This design comes from an exercise in tuning for small area on the open sky130 flow, not from production work. The RTL was checked by simulation tests, not by an equivalence proof against the original design.

## flow/design.v (module list and top-level ports; edited modules follow where they fit)
// module sprite_compositor: 1708 lines
// module sprite_compositor_fa: 4 lines
// module sprite_compositor_ha: 4 lines
module sprite_compositor #(
  parameter int unsigned         NUM_OBJ  = 4,
  parameter int unsigned         COORD_W  = 10,
  parameter int unsigned         COLOR_W  = 24,
  parameter logic [COLOR_W-1:0]  BG_COLOR = '0
) (
  input  logic                         clk_i,
  input  logic                         reset_i,
  input  logic [COORD_W-1:0]           pixel_x_i,
  input  logic [COORD_W-1:0]           pixel_y_i,
  input  logic                         display_enable_i,
  input  logic                         frame_start_i,
  input  logic                         color_mode_i,
  input  logic [NUM_OBJ*COORD_W-1:0]   obj_x_i,
  input  logic [NUM_OBJ*COORD_W-1:0]   obj_y_i,
  input  logic [NUM_OBJ*COORD_W-1:0]   obj_w_i,
  input  logic [NUM_OBJ*COORD_W-1:0]   obj_h_i,
  input  logic [NUM_OBJ-1:0]           obj_circle_i,
  input  logic [NUM_OBJ*COLOR_W-1:0]   obj_color_i,
  input  logic [NUM_OBJ-1:0]           obj_en_i,
  output logic [COLOR_W-1:0]           rgb_o,
  output logic                         rgb_valid_o,
  output logic [NUM_OBJ-1:0]           hit_o,
  output logic [NUM_OBJ-1:0]           overlap_flags_o
);
  // ...
==> flow/flow/run.sh <==
#!/bin/bash
# The standard layout, with plain buf_1 cells as the port buffers
# (instead of the default choice, clkdlybuf4s50_1).
set -euo pipefail
export BUFFER_PORTS_ARGS="-buffer_cell sky130_fd_sc_hd__buf_1"
bash standard.sh > standard.log 2>&1
==> flow/standard.sh <==
#!/bin/bash
# synth_recipe.tcl (not shown) runs the flow's synth.tcl, then flattens the netlist and writes it again
# the make line also repeats each setting of config.mk as NAME=value (left out here)
make -C /OpenROAD-flow-scripts/flow DESIGN_CONFIG=/design/flow/config.mk WORK_HOME=/design/flow/orfs CLKGATE_MAP_FILE= SYNTH_SCRIPT=/design/flow/synth_recipe.tcl "${@:-finish}"
==> flow/config.mk <==
export PLATFORM = sky130hd
export DESIGN_NAME = sprite_compositor
export DESIGN_NICKNAME = sprite_compositor
export VERILOG_FILES = /design/flow/design.v
export SDC_FILE = /design/flow/constraint.sdc
export NUM_CORES = 4
export LEC_CHECK = 0
export CAP_MARGIN = 20
export CORE_MARGIN = 2
export CORE_UTILIZATION = 65
export GPL_TIMING_DRIVEN = 0
export PLACE_DENSITY = 0.75
export SLEW_MARGIN = 20
export SYNTH_HIERARCHICAL = 1
export SYNTH_MINIMUM_KEEP_SIZE = 0
==> flow/constraint.sdc <==
create_clock -name core_clock -period 9.0 [get_ports {clk_i}]
set_input_delay 1.8000 -clock core_clock [delete_from_list [all_inputs] [get_ports {clk_i}]]
set_output_delay 1.8000 -clock core_clock [all_outputs]
set_load 0.01 [all_outputs]
==> impl_results.md, run 1 <==
* WHS Path Cells at 0
* Pre-Repair DR Iteration Count at 6
* Hold Path End: hit_q[0]
* GRT Max-Usage Layer: met2
* Most frequent cells in the layout: fa_1, nand2_1, buf_1, inv_1, nor2_1
* Root Buffer Master: clkbuf_16
* M3 GR Usage at 7.03%
* Commonest non-fill, non-tap cell in the layout: fa_1
* Outcome: timing/DRC/antenna clean
* Design Area, Final at roughly 38000 um2
* Arr. time, crit path at between 9 and 10 ns
* Post-CTS Setup Inserts at 0
* DR top layer: met5
* NonClk Buf Share at approximately 4.7%
* Worst Max-Slew Pin Slew at approximately 1.1 ns
* Worst slack, placed at -1.79 ns
* Worst hold path class: register to register
* Sink Count at around 370
* Top_reg_cell synth: edfxtp_1
* CP Launch Type: primary input
* P&R area growth vs syn at 12.8%
* Largest net degree at the start of global routing at 38
* Routed Antenna Nets at 0
* Well tap count at 680
* Final setup vio count at 0
* Wire length on met2 at about 44000 um
* Multi-input combinational area share at roughly 59%
* # DRC at 0
* Clock skew at approximately 0.027 ns
* Mapped cell area at approximately 33000 um2
==> inputs of run 2 (changes only) <==
--- a/flow/config.mk
+++ b/flow/config.mk
@@ -9,6 +9,9 @@
 export CORE_MARGIN = 2
 export CORE_UTILIZATION = 65
+export CTS_CLUSTER_DIAMETER = 100
+export CTS_CLUSTER_SIZE = 24
 export GPL_TIMING_DRIVEN = 0
 export PLACE_DENSITY = 0.75
+export SETUP_SLACK_MARGIN = 0.1
 export SLEW_MARGIN = 20
 export SYNTH_HIERARCHICAL = 1
==> run 2 against run 1 <==
Against the previous run:
- register-to-register slack better by 0.04 ns
- maximum frequency is 1.4% higher
- cell area down 1.9%
- still clean on timing, DRC and antenna
- sequential share of layout area rose by 0.51 points
- clock-buffer cell count fell by 18
- critical path type unchanged
==> impl_results.md, run 2 <==
* Cells after Synth at 2921 (unchanged)
* RePlAce Congestion at 0.922 (unchanged)
* Top flop regs: sh_color_q (96), sh_x_q (44), sh_y_q (44) (unchanged)
* Cell taking the most area after synthesis: fa_1 (unchanged)
* Routed wire per std cell at 22.2 um (was 22.4 um)
* Vias in the first global route at 25500 (was 25800)
* Placed Cells at 3932 (unchanged)
* Largest net degree at the start of global routing at 38 (unchanged)
* Synth Register Bits at 367 (unchanged)
* Tcrit/Tclk final at 96.5% (was 97.8%)
* Row count at 83 (unchanged)
* RR Startpoint: sh_w_q[2] (was sh_w_q[37])
* Max FO, Critical Path at 10 (unchanged)
* Top_reg_cell synth: edfxtp_1 (unchanged)
* Seq/Total Area, Yosys at 30.3% (unchanged)
* Commonest non-fill, non-tap cell in the layout: fa_1 (unchanged)
* Core footprint at 51100 um2 (unchanged)
* Mapped cell area at 33400 um2 (unchanged)
* Mapped Avg Cell Area at 11.4 um2 (unchanged)
* Final nets at 4355 (was 4371)
* Overflow after GRT at 0 (unchanged)
* Filler cells at 3685 (was 3567)
* Final slew viol count at 0 (unchanged)
* Worst-case clock buffer depth at 3 (unchanged)
* Largest register FFs at 96 (unchanged)
* # DRC at 0 (unchanged)
* Yosys synthesis warning count at 7 (unchanged)
* CTS tree: yes (unchanged)
* I/O pins at 322 (unchanged)
* Layout cells sized above 1 at 6.40% (was 7.14%)
* Worst Path Required at 9.48 ns (was 9.45 ns)
* DP HPWL at 72300 um (unchanged)
* RSZ-0062 raised after global routing: no
* Chip height at 231 um (unchanged)
* Synth top area cells: fa_1, edfxtp_1, ha_1, dfxtp_1, nand2_1 (unchanged)
* Worst skew pair latency at 0.60 ns (about the same)
* WHS Path Cells at 0 (unchanged)
* MaxCap Viol Count at 0 (unchanged)
* Global-route wire length before repair at 136000 um (was 139000 um)
* Most frequent cells in the layout: fa_1, nand2_1, buf_1, inv_1, nor2_1 (unchanged)
* Slew margin rel. at 21.2% (was 23.9%)
* Minimum clock period after layout at 8.69 ns (was 8.81 ns)
* CP Launch Type: primary input (unchanged)
* Clock skew at 0.0508 ns (was 0.0271 ns)
* P&R area growth vs syn at 10.7% (was 12.8%)
* Initial antenna violation count at 14 (was 12)
* Sink Count at 367 (unchanged)
* Synth Net Count at 3993 (unchanged)
* Design Area, Final at 37000 um2 (was 37700 um2)
* Final WL at 88200 um (was 90100 um)
* Distinct cells, synth at 89 (unchanged)
* Die area at 53200 um2 (unchanged)
* Min-delay src: hit2_q[0] (unchanged)
* Reg with most FFs: sh_color_q (unchanged)
* Asr flop ratio synth at 4.09% (unchanged)
* Total GRT Usage at 33.9% (was 34.8%)
* CTS Buf Count at 22 (was 42)
* Max Freq at 115 MHz (was 114 MHz)
* Hold WS at 0.326 ns (was 0.325 ns)
* Post-Place Cell Area at 35700 um2 (unchanged)
* Worst R2R End: rgb1_q[15] (was rgb1_q[12])
* Synth top area share at 32.1% (unchanged)
* Worst reg-to-reg setup slack at 0.72 ns (was 0.68 ns)
* Initial Utilization at 65.4% (unchanged)
* Vias at 23900 (was 24100)
* Arr. time, crit path at 9.16 ns (was 9.26 ns)
* Finished Layout Cells at 3983 (was 4017)
* Root Buffer Master: clkbuf_16 (unchanged)
* Worst Max-Slew Pin Slew at 1.18 ns (was 1.14 ns)
* Outcome: timing/DRC/antenna clean (unchanged)
* Kind of critical path: primary input to register (unchanged)
* Routed Antenna Nets at 0 (unchanged)
* Multi-input gate area at 22300 um2 (was 22200 um2)
* FF/Latch Area at 10100 um2 (unchanged)
* Pre-Repair DR Iteration Count at 6 (unchanged)
* First DRT Iteration DRCs at 1738 (was 1956)
* Post-synth EDFFs at 268 (unchanged)
* Die span in x at 231 um (unchanged)
* R2R depth at 23 (was 24)
* Hold Fails Final Rpt at 0 (unchanged)
* Register clock-pin slew on the reported worst setup and hold paths at 0.10 ns (was 0.06 ns)
* Hold Path End: hit_q[0] (unchanged)
* Most numerous cell in the Yosys netlist: fa_1 (unchanged)
* PortBufs at 321 (unchanged)
* Setup TNS at 0 ns (unchanged)
* Endpoint class of the critical path: register (unchanged)
* Final setup vio count at 0 (unchanged)
* Most frequent cells after synthesis: fa_1, nand2_1, inv_1, nor2_1, edfxtp_1 (unchanged)
* H-tree Lvls at 1 (was 2)
* Worst hold path class: register to register (unchanged)
* Via density at 5.99 (was 6.00)
run 2: routing by layer:
metal  track usage (%)  share of wire [%]
met5                 0               0.15
met4              16.1                5.7
met3              7.10                8.4
met2              57.4                 49
met1              41.7                 37
run 2: metrics by stage:
step	util [%]	worst slack (ns)
2_1_floorplan	-	0.455
3_3_place_gp	69.4	-3.93
3_5_place_dp	69.9	-1.79
4_1_cts	71.6	0.105
5_1_grt	72.3	0.0975
6_report	72.3	0.313
run 2: area by class of cell:
type                    instances  area share, %
multi-input cells            2189           60.3
inverters                     314           3.22
clock inverters                 9          0.416
plain buffers                  50          0.812
clock buffers                  30           1.57
diodes                          5         0.0338
repair buffers                339           4.05
well taps                     680           2.30
flip-flops and latches        367           27.3
run 2: kinds of logic (layout without fill, tap and decap cells):
| logic type | Yosys count | in the layout | share of synthesized area (%) |
|---|---|---|---|
| and+or+nand+nor | 915 | 915 | 12.3 |
| adders and majority gates | 785 | 785 | 41.4 |
| AOI/OAI and AO/OA | 419 | 419 | 9.65 |
| DFF | 367 | 367 | 30.3 |
| buffers and inverters | 365 | 742 | 4.39 |
| xor gates and xnor gates | 58 | 58 | 1.54 |
| muxes | 12 | 12 | 0.382 |
| other | 0 | 5 | 0 |
run 2: modules after synthesis (local to each module, per instance):
module                flip-flops and latches  copies in the design  area (um2)
sprite_compositor_fa                       0                   528        20.0
sprite_compositor                        367                     1       22100
sprite_compositor_ha                       0                    56        12.5
run 2: critical path, stage by stage:
cell      delay (ns)
buf_1           0.52
ha_1            0.45
and2_1          0.24
a22o_1          0.25
a311oi_4        0.37
xor2_2          0.26
buf_6           0.17
nor2_1          0.06
fa_1            0.42
fa_1            0.57
fa_1            0.43
fa_1            0.52
fa_1            0.45
a22o_1          0.26
a221o_1         0.27
or3_1           0.42
o2111a_1        0.27
mux2i_1         0.12
nand4b_1        0.11
o32a_1          0.26
nor4_4          0.17
buf_6           0.17
buf_8           0.17
a221oi_2        0.08
o311ai_2        0.32
run 2: worst max-delay path by stage:
stage | startpoint | end | slack, ns
3_5_place_dp | pixel_x_i[1] | rgb1_q[22] | -1.79
6_report | pixel_x_i[8] | rgb1_q[15] | 0.31
5_1_grt | pixel_x_i[1] | rgb1_q[15] | 0.1
3_3_place_gp | frame_start_i | ovl_q[0] | -3.93
2_1_floorplan | pixel_x_i[1] | rgb1_q[10] | 0.45
4_1_cts | pixel_x_i[1] | rgb1_q[15] | 0.10
run 2: timing repair:
item,4_1_cts,5_1_grt
endpoints found under the hold margin,0,0
pin swaps,1,7
hold buffers,0,0
resized for setup,23,64
endpoints found under the setup margin,25,24
setup buffers,3,5
==> inputs of run 3 (changes only) <==
--- a/flow/config.mk
+++ b/flow/config.mk
@@ -8,9 +8,9 @@
 export CAP_MARGIN = 20
 export CORE_MARGIN = 2
-export CORE_UTILIZATION = 65
+export CORE_UTILIZATION = 75
 export CTS_CLUSTER_DIAMETER = 100
 export CTS_CLUSTER_SIZE = 24
 export GPL_TIMING_DRIVEN = 0
-export PLACE_DENSITY = 0.75
+export PLACE_DENSITY = 0.82
 export SETUP_SLACK_MARGIN = 0.1
 export SLEW_MARGIN = 20
==> run 3 against run 2 <==
Against the previous run:
- first-iteration DRC count grew 49%
- synthesized area stayed put
- clock-buffer cell count rose by 1
- hold slack barely moved
- still clean
- non-clock buffer count is 2 higher
- sequential share of layout area is essentially flat
- cell area up 0.11%
- final cell count shrank 2.0%
- largest cell class unchanged
- via count increased by 5.7%
==> impl_results.md, run 3 <==
* Outcome: timing/DRC/antenna clean (unchanged)
* Tcrit/Tclk final at 97.9% (was 96.5%)
* Finished Layout Cells at 3904 (was 3983)
* Initial antenna violation count at 20 (was 14)
* P&R area growth vs syn at 10.8% (was 10.7%)
* Most frequent cells in the layout: fa_1, nand2_1, buf_1, inv_1, nor2_1 (unchanged)
* Chip height at 215 um (was 231 um)
* First DRT Iteration DRCs at 2589 (was 1738)
* Largest register FFs at 96 (unchanged)
* DP HPWL at 74900 um (was 72300 um)
* Most frequent cells after synthesis: fa_1, nand2_1, inv_1, nor2_1, edfxtp_1 (unchanged)
* RSZ-0062 raised after global routing: yes (was no)
* Final setup vio count at 0 (unchanged)
* Worst hold path class: register to register (unchanged)
* Synth Register Bits at 367 (unchanged)
* Max Freq at 113 MHz (was 115 MHz)
* Hold Path End: rgb2_q[11] (was hit_q[0])
* Minimum clock period after layout at 8.81 ns (was 8.69 ns)
* Via density at 6.46 (was 5.99)
* Die span in x at 215 um (was 231 um)
* Clock skew at 0.0481 ns (was 0.0508 ns)
* Commonest non-fill, non-tap cell in the layout: fa_1 (unchanged)
* Synth top area share at 32.1% (unchanged)
* Fin util at 83.9% (was 72.3%)
* Worst Path Required at 9.47 ns (was 9.48 ns)
* Global-route wire length before repair at 147000 um (was 136000 um)
* Mapped Avg Cell Area at 11.4 um2 (unchanged)
* Final worst setup slack at 0.186 ns (was 0.313 ns)
* DR top layer: met5 (unchanged)
* Hold Fails Final Rpt at 0 (unchanged)
* RR Startpoint: sh_w_q[37] (was sh_w_q[2])
* Final slew viol count at 0 (unchanged)
* Synth Net Count at 3993 (unchanged)
* MaxCap Viol Count at 0 (unchanged)
* Max FO, Critical Path at 10 (unchanged)
* Top flop regs: sh_color_q (96), sh_x_q (44), sh_y_q (44) (unchanged)
* I/O pins at 322 (unchanged)
* CTS Buf Count at 22 (unchanged)
* Wire length on met2 at 47000 um (was 43100 um)
* Pre-Repair DR Iteration Count at 6 (unchanged)
* H-tree Lvls at 1 (unchanged)
* Post-synth EDFFs at 268 (unchanged)
* Layout cells sized above 1 at 6.63% (was 6.40%)
* PortBufs at 321 (unchanged)
* Overflow after GRT at 0 (unchanged)
* Slew margin rel. at 18.2% (was 21.2%)
* Met3 routed WL at 9770 um (was 7400 um)
* Root Buffer Master: clkbuf_16 (unchanged)
* # DRC at 0 (unchanged)
* Worst R2R End: rgb1_q[21] (was rgb1_q[15])
* RePlAce Congestion at 0.970 (was 0.922)
* Vias in the first global route at 26900 (was 25500)
* Synth top area cells: fa_1, edfxtp_1, ha_1, dfxtp_1, nand2_1 (unchanged)
* Routed Antenna Nets at 0 (unchanged)
* Final nets at 4357 (was 4355)
* Worst-case clock buffer depth at 3 (unchanged)
* Vias at 25200 (was 23900)
* Total GRT Usage at 42.1% (was 33.9%)
* Initial Utilization at 75.7% (was 65.4%)
* Arr. time, crit path at 9.28 ns (was 9.16 ns)
* Die area at 46200 um2 (was 53200 um2)
* Metal-1 WL at 31900 um (was 32600 um)
* Largest net degree at the start of global routing at 38 (unchanged)
* Distinct cells, synth at 89 (unchanged)
* Worst skew pair latency at 0.60 ns (about the same)
* Asr flop ratio synth at 4.09% (unchanged)
* Cell taking the most area after synthesis: fa_1 (unchanged)
* Kind of critical path: primary input to register (unchanged)
* Core footprint at 44100 um2 (was 51100 um2)
* Min-delay src: rgb1_q[11] (was hit2_q[0])
* Cells after Synth at 2921 (unchanged)
* CP Launch Type: primary input (unchanged)
* R2R depth at 24 (was 23)
* Yosys synthesis warning count at 7 (unchanged)
* WHS Path Cells at 0 (unchanged)
* CTS Hold Buffers Added at 0 (unchanged)
* Worst Max-Slew Pin Slew at 1.22 ns (was 1.18 ns)
* Worst reg-to-reg setup slack at 0.58 ns (was 0.72 ns)
* Routed wire per std cell at 24.7 um (was 22.2 um)
* Seq/Total Area, Yosys at 30.3% (unchanged)
* Row count at 77 (was 83)
* Most numerous cell in the Yosys netlist: fa_1 (unchanged)
* Top_reg_cell synth: edfxtp_1 (unchanged)
* Register clock-pin slew on the reported worst setup and hold paths at 0.10 ns (about the same)
* Endpoint class of the critical path: register (unchanged)
* Placed Cells at 3842 (was 3932)
* Final WL at 96300 um (was 88200 um)
* Mapped cell area at 33400 um2 (unchanged)
* Reg with most FFs: sh_color_q (unchanged)
* CTS tree: yes (unchanged)
* Sink Count at 367 (unchanged)
* Worst slack, placed at -1.80 ns (was -1.79 ns)
run 3: cell count changes in the layout (fill, tap and decap cells not counted), sizes merged:
cell      change
buf           +7
clkbuf        -4
clkinvlp      +1
diode         +6
bufinv        -1
run 3: logic make-up (layout without fill, tap and decap cells):
kind of cell | Yosys count | in the layout | synth area share, %
adders and majority gates | 785 | 785 | 41.4
xor gates and xnor gates | 58 | 58 | 1.54
buffers and inverters | 365 | 745 | 4.39
DFF | 367 | 367 | 30.3
muxes | 12 | 12 | 0.382
AOI/OAI and AO/OA | 419 | 419 | 9.65
other | 0 | 11 | 0
and+or+nand+nor | 915 | 915 | 12.3
run 3: cell type report:
type	count	area, um2
multi-input combinational	2189	22400
clock buffer	31	584
tap	592	741
antenna	11	27.5
fill	2433	7120
buffer	50	310
inverter	314	1190
clock inverter	9	133
timing repair buffer	341	1480
sequential	367	10100
run 3: per-module statistics from Yosys (local to each module, per instance):
module                flip-flops and latches  cells inside  cell area [um2]  copies in the design
sprite_compositor_ha                       0             1             12.5                    56
sprite_compositor                        367          2337            22100                     1
sprite_compositor_fa                       0             1             20.0                   528
run 3: worst max-delay path by stage:
stage                        from          to  slack, ns
floorplan            pixel_x_i[1]  rgb1_q[10]       0.45
global placement    frame_start_i    ovl_q[3]      -3.58
detailed placement   pixel_x_i[1]  rgb1_q[21]      -1.80
CTS                  pixel_y_i[1]   rgb1_q[2]       0.10
global route         pixel_y_i[0]  rgb1_q[10]       0.05
finish               pixel_x_i[5]  rgb1_q[21]       0.19
run 3: stage by stage:
stage / setup TNS [ns] / area [um2] / hold slack [ns]
detailed placement: -42.77 / 35600 / 0.312
CTS: 0 / 36400 / 0.331
floorplan: 0 / 33400 / 0.310
finish: 0 / 37000 / 0.326
global placement: -951.58 / 35300 / 0.311
global route: 0 / 37000 / 0.332
run 3: layer usage:
metal	vias to the layer above	GRT usage, %
met5	-	0
met4	20	26.5
met3	473	10.6
met2	1615	70.5
met1	12500	49.0
li1	10600	-
run 3: worst max-delay path, cell delays in order:
cell and delay (ns):
buf_1 0.45, ha_1 0.42, o21ai_0 0.23, nand2b_1 0.18
and3_1 0.25, a311oi_4 0.37, clkbuf_2 0.33, nor2_1 0.11
fa_1 0.42, fa_1 0.58, fa_1 0.45, fa_1 0.40
fa_1 0.58, o22ai_1 0.14, nor3_2 0.25, o211ai_1 0.15
o31ai_2 0.37, mux2i_1 0.27, nand2_1 0.14, nor4_4 0.44
nor2_1 0.19, nand2_2 0.27, buf_4 0.28, o311ai_2 0.17
run 3: what timing repair did:
item	CTS	global route
endpoints found under the hold margin	0	0
setup endpoints to repair	25	24
pin swaps	1	7
resized for setup	36	73
buffers inserted	3	9
==> inputs of run 4 (changes only) <==
--- a/flow/config.mk
+++ b/flow/config.mk
@@ -8,9 +8,9 @@
 export CAP_MARGIN = 20
 export CORE_MARGIN = 2
-export CORE_UTILIZATION = 75
-export CTS_CLUSTER_DIAMETER = 100
-export CTS_CLUSTER_SIZE = 24
+export CORE_UTILIZATION = 65
+export CTS_CLUSTER_DIAMETER = 80
+export CTS_CLUSTER_SIZE = 30
 export GPL_TIMING_DRIVEN = 0
-export PLACE_DENSITY = 0.82
+export PLACE_DENSITY = 0.75
 export SETUP_SLACK_MARGIN = 0.1
 export SLEW_MARGIN = 20
==> run 4 against run 3 <==
Against the previous run:
- still clean
- utilization is 12 points lower
- global-route usage fell by 8.2 points
- synthesized area unchanged
- highest routed layer unchanged
==> impl_results.md, run 4 <==
* Kind of critical path: primary input to register (unchanged)
* Setup crit start: pixel_x_i[1] (was pixel_x_i[5])
* R2R depth at 23 (was 24)
* CTS tree: yes (unchanged)
* CTS Buf Count at 23 (was 22)
* Outcome: timing/DRC/antenna clean (unchanged)
* Seq/Total Area, Yosys at 30.3% (unchanged)
* Post-synth EDFFs at 268 (unchanged)
* Arr. time, crit path at 9.16 ns (was 9.28 ns)
* Tcrit/Tclk final at 96.3% (was 97.9%)
* Overflow after GRT at 0 (unchanged)
* Max Freq at 115 MHz (was 113 MHz)
* Mapped cell area at 33400 um2 (unchanged)
* Synth Register Bits at 367 (unchanged)
* Layout cells sized above 1 at 6.27% (was 6.63%)
* Worst Max-Slew Pin Slew at 1.17 ns (was 1.22 ns)
* Mapped Avg Cell Area at 11.4 um2 (unchanged)
* P&R area growth vs syn at 10.7% (was 10.8%)
* Cell taking the most area after synthesis: fa_1 (unchanged)
* Slowest-stage cell, CP: fa_1 (unchanged)
* Register clock-pin slew on the reported worst setup and hold paths at 0.11 ns (was 0.10 ns)
* Initial Utilization at 65.4% (was 75.7%)
* MaxCap Viol Count at 0 (unchanged)
* Design Area, Final at 37000 um2 (about the same)
* Crit. path cell count at 25 (was 24)
* RR Startpoint: sh_w_q[7] (was sh_w_q[37])
* Synth Net Count at 3993 (unchanged)
* Die area at 53200 um2 (was 46200 um2)
* I/O pins at 322 (unchanged)
* Most frequent cells after synthesis: fa_1, nand2_1, inv_1, nor2_1, edfxtp_1 (unchanged)
* Slew margin rel. at 22.0% (was 18.2%)
* # DRC at 0 (unchanged)
* Worst skew pair latency at 0.62 ns (was 0.60 ns)
* Asr flop ratio synth at 4.09% (unchanged)
* Critical Path End: rgb1_q[15] (was rgb1_q[21])
* Cell mode on critical path: fa_1 (unchanged)
* Vias at 23900 (was 25200)
* CP Launch Type: primary input (unchanged)
* Finished Layout Cells at 3984 (was 3904)
* Vias in the first global route at 25400 (was 26900)
* Sink Count at 367 (unchanged)
* Row count at 83 (was 77)
* Clock skew at 0.0893 ns (was 0.0481 ns)
* RePlAce Congestion at 0.922 (was 0.970)
* Die span in x at 231 um (was 215 um)
* First DRT Iteration DRCs at 1744 (was 2589)
* Final nets at 4355 (was 4357)
* Setup TNS at 0 ns (unchanged)
* Minimum clock period after layout at 8.67 ns (was 8.81 ns)
* Placed Cells at 3932 (was 3842)
* Routed wire per std cell at 22.2 um (was 24.7 um)
* Chip height at 231 um (was 215 um)
* Final WL at 88300 um (was 96300 um)
* Initial antenna violation count at 14 (was 20)
* Synth top area share at 32.1% (unchanged)
* Worst-case clock buffer depth at 3 (unchanged)
* Post-Place Cell Area at 35700 um2 (was 35600 um2)
* Largest net degree at the start of global routing at 38 (unchanged)
* Routed Antenna Nets at 0 (unchanged)
* Largest stage delay on the critical path at 0.55 ns (was 0.58 ns)
* RSZ-0062 raised after global routing: no (was yes)
* H-tree Lvls at 1 (unchanged)
* Max FO, Critical Path at 10 (unchanged)
* PortBufs at 321 (unchanged)
* Most numerous cell in the Yosys netlist: fa_1 (unchanged)
* Worst Path Required at 9.49 ns (was 9.47 ns)
* Most frequent cells in the layout: fa_1, nand2_1, buf_1, nor2_1, inv_1 (was fa_1, nand2_1, buf_1, inv_1, nor2_1)
* Synth top area cells: fa_1, edfxtp_1, ha_1, dfxtp_1, nand2_1 (unchanged)
* Largest register FFs at 96 (unchanged)
* WP buf/inv at 3 (unchanged)
* Hold Fails Final Rpt at 0 (unchanged)
* Commonest non-fill, non-tap cell in the layout: fa_1 (unchanged)
* Cells after Synth at 2921 (unchanged)
* Yosys synthesis warning count at 7 (unchanged)
* Worst reg-to-reg setup slack at 0.70 ns (was 0.58 ns)
* Global-route wire length before repair at 137000 um (was 147000 um)
* Worst hold path class: register to register (unchanged)
* Core footprint at 51100 um2 (was 44100 um2)
* Pre-Repair DR Iteration Count at 17 (was 6)
* DP HPWL at 72300 um (was 74900 um)
* Final slew viol count at 0 (unchanged)
* Total GRT Usage at 33.9% (was 42.1%)
* Worst R2R End: rgb1_q[15] (was rgb1_q[21])
* Via density at 6.01 (was 6.46)
* Distinct cells, synth at 89 (unchanged)
* Endpoint class of the critical path: register (unchanged)
* Top flop regs: sh_color_q (96), sh_x_q (44), sh_y_q (44) (unchanged)
* Reg with most FFs: sh_color_q (unchanged)
* Delay-heaviest family, CP: adder cells (unchanged)
* Top_reg_cell synth: edfxtp_1 (unchanged)
* Final setup vio count at 0 (unchanged)
* Root Buffer Master: clkbuf_16 (unchanged)
## run 4: cells by family (layout without fill, tap and decap cells)
logic type / after synthesis / after routing / share of synthesized area, %
other: 0 / 4 / 0
adder cells (fa/ha/maj): 785 / 785 / 41.4
AO/OA/AOI/OAI: 419 / 419 / 9.65
XOR/XNOR: 58 / 58 / 1.54
multiplexers: 12 / 12 / 0.382
AND/OR/NAND/NOR: 915 / 915 / 12.3
buffers and inverters: 365 / 744 / 4.39
flip-flops: 367 / 367 / 30.3
## run 4: stage by stage
stage                     hold slack [ns]  util, %  setup slack, ns
final                               0.329     72.3            0.332
after floorplan                     0.310        -            0.455
after detailed placement            0.312     69.9            -1.79
after global placement              0.310     69.4            -3.93
after global routing                0.343     72.3           0.0839
after CTS                           0.337     71.6            0.102
## run 4: area by class of cell
| class | instances | area [um2] |
|---|---|---|
| clock inverter | 14 | 180 |
| timing repair buffer | 338 | 1480 |
| fill | 3685 | 14100 |
| sequential | 367 | 10100 |
| antenna | 4 | 10.0 |
| buffer | 50 | 299 |
| inverter | 314 | 1190 |
| clock buffer | 28 | 594 |
| multi-input combinational | 2189 | 22200 |
| tap | 680 | 851 |
## run 4: worst reg2reg max path: stages (launching register included)
cell and delay (ns):
edfxtp_1 0.45, clkinv_1 0.30, nor2_1 0.25, fa_1 0.45, fa_1 0.40, fa_1 0.40
fa_1 0.39, fa_1 0.51, fa_1 0.52, fa_1 0.43, fa_1 0.56, fa_1 0.44
fa_1 0.58, nor2_1 0.06, nor3_1 0.31, o211ai_1 0.19, o31ai_4 0.31, mux2i_1 0.22
nand2_1 0.14, nor4_4 0.44, nor2_1 0.22, nand2_2 0.23, clkbuf_4 0.29, o311ai_2 0.15
## run 4: how the worst min path moves through the flow
stage / from / slack, ns / to / depth (start not counted)
after global placement: rgb1_q[0] / 0.31 / rgb2_q[0] / 0
after floorplan: hit1_q[0] / 0.31 / hit2_q[0] / 0
after CTS: rgb2_q[3] / 0.34 / rgb_q[3] / 0
final: rgb2_q[16] / 0.33 / rgb_q[16] / 0
after detailed placement: rgb2_q[3] / 0.31 / rgb_q[3] / 0
after global routing: rgb1_q[8] / 0.34 / rgb2_q[8] / 0
## run 4: routing by layer
metal,wire length [um],track usage [%],share of wire [%]
met1,32900,42.1,37
met2,43200,57.6,49
met3,7010,6.46,7.9
met4,5080,16.3,5.8
met5,112,0,0.13
## run 4: repair_timing
item	CTS	global route
pin swaps	1	6
gates resized for setup	22	54
hold buffers	0	0
setup buffers	3	4
setup endpoints to repair	25	25
## run 4: per-module statistics from Yosys, one instance, submodules excluded
| module | cell area (um2) | copies in the design |
|---|---|---|
| sprite_compositor_fa | 20.0 | 528 |
| sprite_compositor | 22100 | 1 |
| sprite_compositor_ha | 12.5 | 56 |
==> inputs of run 5 (changes only) <==
--- a/flow/config.mk
+++ b/flow/config.mk
@@ -9,6 +9,4 @@
 export CORE_MARGIN = 2
 export CORE_UTILIZATION = 65
-export CTS_CLUSTER_DIAMETER = 80
-export CTS_CLUSTER_SIZE = 30
 export GPL_TIMING_DRIVEN = 0
 export PLACE_DENSITY = 0.75
==> run 5 against run 4 <==
Against the previous run:
- still clean
- final cell count is 0.93% higher
- clock-buffer cell count up 20
- critical path type unchanged
==> impl_results.md, run 5 <==
* Fraction of the mapped netlist area in adder cells at 41.4% (unchanged)
* Vias at 24200 (was 23900)
* Worst-case clock buffer depth at 3 (unchanged)
* CTS Hold Buffers Added at 0 (unchanged)
* Initial antenna violation count at 12 (was 14)
* Mapped cell area at 33400 um2 (unchanged)
* Synth top area cells: fa_1, edfxtp_1, ha_1, dfxtp_1, nand2_1 (unchanged)
* Largest stage delay on the critical path at 0.57 ns (was 0.55 ns)
* Routed wire per std cell at 22.5 um (was 22.2 um)
* Yosys synthesis warning count at 7 (unchanged)
* I/O pins at 322 (unchanged)
* Worst Path Required at 9.45 ns (was 9.49 ns)
* Initial Utilization at 65.4% (unchanged)
* Tcrit/Tclk final at 96.3% (about the same)
* WHS Path Cells at 0 (unchanged)
* Largest net degree at the start of global routing at 38 (unchanged)
* Distinct cells, synth at 89 (unchanged)
* Asr flop ratio synth at 4.09% (unchanged)
* Design Area, Final at 37700 um2 (was 37000 um2)
* Post-synth EDFFs at 268 (unchanged)
* Largest register FFs at 96 (unchanged)
* Multi-input gate area at 22300 um2 (was 22200 um2)
* Cell mode on critical path: fa_1 (unchanged)
* Top flop regs: sh_color_q (96), sh_x_q (44), sh_y_q (44) (unchanged)
* CP Launch Type: primary input (unchanged)
* Routed Antenna Nets at 0 (unchanged)
* Clock skew at 0.0235 ns (was 0.0893 ns)
* Final WL at 90300 um (was 88300 um)
* Filler cells at 3564 (was 3685)
* Via density at 6.02 (was 6.01)
* # DRC at 0 (unchanged)
* Seq/Total Area, Yosys at 30.3% (unchanged)
* CTS Buf Count at 42 (was 23)
* Pre-Repair DR Iteration Count at 6 (was 17)
* Commonest non-fill, non-tap cell in the layout: fa_1 (unchanged)
* Cell taking the most area after synthesis: fa_1 (unchanged)
* Worst slack, placed at -1.79 ns (unchanged)
* Post-synthesis mux area share at 0.382% (unchanged)
* Core footprint at 51100 um2 (unchanged)
* Overflow after GRT at 0 (unchanged)
* Vias in the first global route at 25800 (was 25400)
* Hold Fails Final Rpt at 0 (unchanged)
* RSZ-0062 raised after global routing: no (unchanged)
* Final nets at 4374 (was 4355)
* Reg with most FFs: sh_color_q (unchanged)
* Most numerous cell in the Yosys netlist: fa_1 (unchanged)
* CTS tree: yes (unchanged)
* DP HPWL at 72300 um (unchanged)
* Slew margin rel. at 21.3% (was 22.0%)
* Global-route wire length before repair at 139000 um (was 137000 um)
* Total GRT Usage at 34.8% (was 33.9%)
* Post-Place Cell Area at 35700 um2 (unchanged)
* RePlAce Congestion at 0.922 (unchanged)
* Kind of critical path: primary input to register (unchanged)
* Register clock-pin slew on the reported worst setup and hold paths at 0.06 ns (was 0.11 ns)
* Most frequent cells in the layout: fa_1, nand2_1, buf_1, nor2_1, inv_1 (unchanged)
* Worst skew pair latency at 0.60 ns (was 0.62 ns)
* XOR/XNOR share of the synthesized area at 1.54% (unchanged)
* Final slew viol count at 0 (unchanged)
* Worst hold path class: register to register (unchanged)
* R2R depth at 23 (unchanged)
* FF/Latch Area at 10100 um2 (unchanged)
* Post-synthesis simple-gate area fraction at 12.3% (unchanged)
* Layout cells sized above 1 at 7.34% (was 6.27%)
* Mapped Avg Cell Area at 11.4 um2 (unchanged)
* Cells after Synth at 2921 (unchanged)
* P&R area growth vs syn at 12.9% (was 10.7%)
* Synth Net Count at 3993 (unchanged)
* MaxCap Viol Count at 0 (unchanged)
* Max FO, Critical Path at 10 (unchanged)
* Row count at 83 (unchanged)
* Sink Count at 367 (unchanged)
* Outcome: timing/DRC/antenna clean (unchanged)
* Slowest-stage cell, CP: fa_1 (unchanged)
* Endpoint class of the critical path: register (unchanged)
* Largest family of logic cells by synthesized area: adder cells (unchanged)
* Arr. time, crit path at 9.12 ns (was 9.16 ns)
* Final setup vio count at 0 (unchanged)
* H-tree Lvls at 2 (was 1)
* Hold WS at 0.325 ns (was 0.329 ns)
* Compound-Gate Fraction of Synth Area at 9.65% (unchanged)
* Die area at 53200 um2 (unchanged)
* Root Buffer Master: clkbuf_16 (unchanged)
* Fin util at 73.8% (was 72.3%)
* PortBufs at 321 (unchanged)
* Worst Max-Slew Pin Slew at 1.18 ns (was 1.17 ns)
* Die span in x at 231 um (unchanged)
* Synth Register Bits at 367 (unchanged)
* First DRT Iteration DRCs at 1982 (was 1744)
* Synth top area share at 32.1% (unchanged)
* Setup TNS at 0 ns (unchanged)
* Minimum clock period after layout at 8.67 ns (about the same)
* Top_reg_cell synth: edfxtp_1 (unchanged)
* Final worst setup slack at 0.333 ns (was 0.332 ns)
* Most frequent cells after synthesis: fa_1, nand2_1, inv_1, nor2_1, edfxtp_1 (unchanged)
* Chip height at 231 um (unchanged)
* Max Freq at 115 MHz (about the same)
## run 5: cell count changes in the layout (fill, tap and decap cells not counted), sizes merged
cell and delta:
clkinv +12, clkinvlp +2, bufinv +5, buf -2, inv -3, diode +1, clkbuf +22
## run 5: worst max-delay path, delay by kind of cell
family,cells,cell delay [ns]
adders and majority gates,6,2.78
and+or+nand+nor,6,1.57
AOI/OAI and AO/OA,8,1.52
buffers and inverters,4,1.20
xor gates and xnor gates,1,0.23
## run 5: metal layers
| metal | track usage, % | up-vias | share of wire, % |
|---|---|---|---|
| li1 | - | 10600 | - |
| met1 | 42.5 | 12100 | 37 |
| met2 | 59.1 | 1159 | 49 |
| met3 | 6.92 | 257 | 8.6 |
| met4 | 17.7 | 16 | 5.5 |
| met5 | 0 | - | 0.11 |
## run 5: layout make-up
| cell class | count | share of cell area (%) |
|---|---|---|
| Antenna cell | 5 | 0.0332 |
| Buffer | 50 | 0.793 |
| Clock buffer | 48 | 3.04 |
| Clock inverter | 30 | 0.946 |
| Inverter | 314 | 3.16 |
| Multi-Input combinational cell | 2189 | 59.0 |
| Sequential cell | 367 | 26.8 |
| Tap cell | 680 | 2.26 |
| Timing Repair Buffer | 338 | 3.93 |
## run 5: path summary, 6_finish.rpt
| kind | from | end | slack [ns] |
|---|---|---|---|
| setup / recovery | pixel_x_i[4] | rgb1_q[12] | 0.33 |
| hold / removal | hit2_q[0] | hit_q[0] | 0.32 |
| setup reg to reg | sh_w_q[7] | rgb1_q[12] | 0.68 |
| hold reg to reg | hit2_q[0] | hit_q[0] | 0.32 |
| max in group asynchronous | reset_i | v1_q | 7.31 |
| min in group asynchronous | reset_i | sh_en_q[0] | 1.26 |
## run 5: cell families after synthesis
group,after synthesis
multiplexers,12
AO/OA/AOI/OAI,419
XOR/XNOR,58
AND/OR/NAND/NOR,915
adder cells (fa/ha/maj),785
flip-flops,367
buffers and inverters,365
## run 5: repair_timing
action	in CTS	in global routing
resized for setup	24	57
setup buffers	3	4
pin swaps	1	4
setup endpoints to repair	25	24
## run 5: Yosys stat by module, one instance, submodules excluded
| module | cells inside | flip-flops and latches | copies in the design | cell area [um2] |
|---|---|---|---|---|
| sprite_compositor_ha | 1 | 0 | 56 | 12.5 |
| sprite_compositor_fa | 1 | 0 | 528 | 20.0 |
| sprite_compositor | 2337 | 367 | 1 | 22100 |
## run 5: through the flow
| step | std cells |
|---|---|
| finish | 4021 |
| global route | 4016 |
| CTS | 4012 |
| detailed placement | 3932 |
| global placement | 3922 |
| floorplan | 2921 |

afterwards: timing with drivers on the ports:
How much do the figures lean on ideal ports? The routed layouts below were timed once more, with nothing changed but the port constraints. Step 1 assumes that a clkbuf_16 drives the clock port and a buf_2 every other input. Step 2 times the ports against the registers' clock, not the clock port: input delays grow and output delays shrink by t, the midpoint of the rising clock arrivals with the driver on. Slacks: ideal ports / drivers / drivers and shift; pairs: ideal ports / drivers.
run | t, ns | setup slack, ns | worst slew at a driven data input, ns
run 1 | 0.649 | 0.195 / 0.232 / -0.416 | 0.12
run 2 | 0.635 | 0.313 / 0.351 / -0.284 | 0.12
run 3 | 0.645 | 0.186 / 0.223 / -0.422 | 0.18
run 4 | 0.637 | 0.332 / 0.369 / -0.268 | 0.12
run 5 | 0.653 | 0.333 / 0.374 / -0.279 | 0.12
With both steps, setup timing fails in every run listed, where it was met with ideal ports. For run 5, which loses most, drivers alone change the setup slack by +0.041 ns; drivers and shift together by -0.612 ns.
